What follows belongs to an exercise in optimizing a design on an open flow for a short achievable clock period and few clock cycles; a production flow would make more cautious choices. In this exercise RTL edits were held to simulation tests only and were not proved equivalent to the original. Power and IR drop assume default switching activity.

## DCacheTop
module DCacheTop (
    input  logic clk,
    input  logic rst,
    input  logic reqValid,
    input  logic [1:0] reqOp,
    input  logic [((7 + 3) + 2)-1:0] reqAddr,
    input  logic [32-1:0] reqData,
    output logic busy,
    output logic respDone,
    output logic [32-1:0] respData,
    output logic [(7 + 3)-1:0] memAddr,
    output logic memReadEnable,
    output logic memWriteEnable,
    output logic [((1 << 2) * 32)-1:0] memWriteValue,
    input  logic memReadDone,
    input  logic memWriteDone,
    input  logic [((1 << 2) * 32)-1:0] memReadValue
);
export LEC_CHECK = 0
export CAP_MARGIN = 50
export CORE_MARGIN = 2
export CORE_UTILIZATION = 40
export CTS_CLUSTER_DIAMETER = 100
export CTS_CLUSTER_SIZE = 24
export PLACE_DENSITY = 0.72
export SETUP_SLACK_MARGIN = 2.7
export SLEW_MARGIN = 75
export SYNTH_HIERARCHICAL = 1
export TNS_END_PERCENT = 100
create_clock -name core_clock -period 5.5 [get_ports {clk}]
standard.sh (not shown) runs the stock make flow with config.mk's settings and CLKGATE_MAP_FILE= SYNTH_SCRIPT=/design/flow/synth_recipe.tcl, a recipe that flattens the netlist after the stock synthesis.
==> flow/flow/run.sh <==
#!/bin/bash
# The standard layout (standard.sh), except that the port buffers that
# buffer_ports inserts are sky130 buf_4 cells rather than the delay-cell
# buffers it picks on its own; repair may still resize them.
# The whole make output goes to standard_flow.log, ORFS's per-step logs stay
# under orfs/logs.
set -euo pipefail
bash standard.sh "BUFFER_PORTS_ARGS=-buffer_cell sky130_fd_sc_hd__buf_4" finish > standard_flow.log 2>&1
Testbench counts at the start, summed over its fixed seeds: cycles 24,267.
Rerun with:
- CORE_UTILIZATION: 40 -> 55
- TNS_END_PERCENT: 100 -> 5
=>
- The new run went through all stages and came out clean
- count of clock-buffer cells in the layout grows by 5
- synthesized area stays the same
- power is lower slightly
- fmax increases by a few percent
- global-route usage goes up by 12 points
- critical path depth went down by 14
- setup slack improves by 0.082 ns
Rerun with:
- CAP_MARGIN: 50 -> 30
- CORE_UTILIZATION: 55 -> 40
- SLEW_MARGIN: 75 -> 50
Die area came out higher by 37%.
Worst setup slack improved by 0.044 ns.
Design area is lower by 3.0%.
Sequential power barely changes.
Synthesized cell count is unchanged.
Rerun with:
- CAP_MARGIN: 30 -> 50
- PLACE_DENSITY: 0.72 -> unset
- SLEW_MARGIN: 50 -> 75
Worst setup slack loses 0.25 ns.
Sequential power barely changes.
Clock-buffer cell count drops by 4.
Via count goes down by 0.55%.
Sequential cell count does not change.
Wire length climbs by 2.2%.
Final area rises by 3.8%.
Fmax falls by 7.3%.


rev 12:
DCacheTop again, from the RTL that the note above started with.
export LEC_CHECK = 0
export CAP_MARGIN = 50
export CORE_MARGIN = 2
export CORE_UTILIZATION = 40
export CTS_CLUSTER_DIAMETER = 100
export CTS_CLUSTER_SIZE = 24
export PLACE_DENSITY = 0.72
export SETUP_SLACK_MARGIN = 2.7
export SLEW_MARGIN = 75
export SYNTH_HIERARCHICAL = 1
export TNS_END_PERCENT = 5
create_clock -name core_clock -period 5.5 [get_ports {clk}]
Scripts as last shown in full above: flow/flow/run.sh
Rev 12 | status: complete | timing, DRC, antenna: pass
Testbench counts of rev 12, summed over its fixed seeds: cycles 24,267.
Input changes introduced in rev 13 (baseline for comparison: rev 12):
--- a/flow/config.mk
+++ b/flow/config.mk
@@ -6,5 +6,5 @@
 export NUM_CORES = 4
 export LEC_CHECK = 0
-export CAP_MARGIN = 50
+export CAP_MARGIN = 40
 export CORE_MARGIN = 2
 export CORE_UTILIZATION = 40
@@ -13,5 +13,5 @@
 export PLACE_DENSITY = 0.72
 export SETUP_SLACK_MARGIN = 2.7
-export SLEW_MARGIN = 75
+export SLEW_MARGIN = 60
 export SYNTH_HIERARCHICAL = 1
 export TNS_END_PERCENT = 5
Findings:
Sort rev 12 and rev 13 by layout clock buffer count asc -> top: rev 13
Met1 layer usage reported by global route (higher): rev 12
Looking at net load switching power, rev 13 sits about 1% below rev 12.
Cmp rev 13 vs rev 12: overall power lower in rev 13
On rev 13: number of antenna violations at the first check in global routing is 11 higher than what rev 12 gave.
Across both runs, number of non-clock buffers in the layout was lower for rev 13 than for rev 12.
Taking rev 12 as the reference point, the combinational power of rev 13 falls by about 7%.
[rev 13] time the final worst path needs with I/O delays and setup fell 16 ps relative to rev 12
Looking at end point of the critical path, the writeLine[108] result is from rev 12; the respReg[23] one comes from rev 13.

==> what the ideal ports hide <==
Ports are ideal in the flow. The routed layouts listed here were re-timed in OpenROAD. Step 1: set_driving_cell puts a clkbuf_16 on clk and a buf_2 on each other input, an assumption about the parent block. Step 2 also shifts input and output timing later by t, the mid clock arrival at the registers, as if the neighbouring blocks saw the same clock. Slacks: no drivers / after step 1 / after step 2; pairs: no drivers / after step 1.
| run | shift t [ns] | slack for setup (ns) | hold WS [ns] |
|---|---|---|---|
| the first run of note 1 | 0.803 | 2.245 / 2.191 / 1.452 | 0.457 / 0.457 / 0.457 |
| the second run of note 1 | 0.786 | 2.327 / 2.244 / 1.592 | 0.470 / 0.470 / 0.470 |
| the third run of note 1 | 0.790 | 2.371 / 2.287 / 1.640 | 0.463 / 0.463 / 0.463 |
| the fourth run of note 1 | 0.795 | 2.126 / 2.145 / 1.350 | 0.473 / 0.473 / 0.473 |
| rev 12 | 0.803 | 2.381 / 2.313 / 1.613 | 0.477 / 0.477 / 0.477 |
| rev 13 | 0.780 | 2.397 / 2.318 / 1.631 | 0.466 / 0.466 / 0.466 |
After both steps setup and hold are still met in every run listed. For the first run of note 1, which loses most, drivers alone change the setup slack by -0.054 ns; drivers and shift together by -0.793 ns.
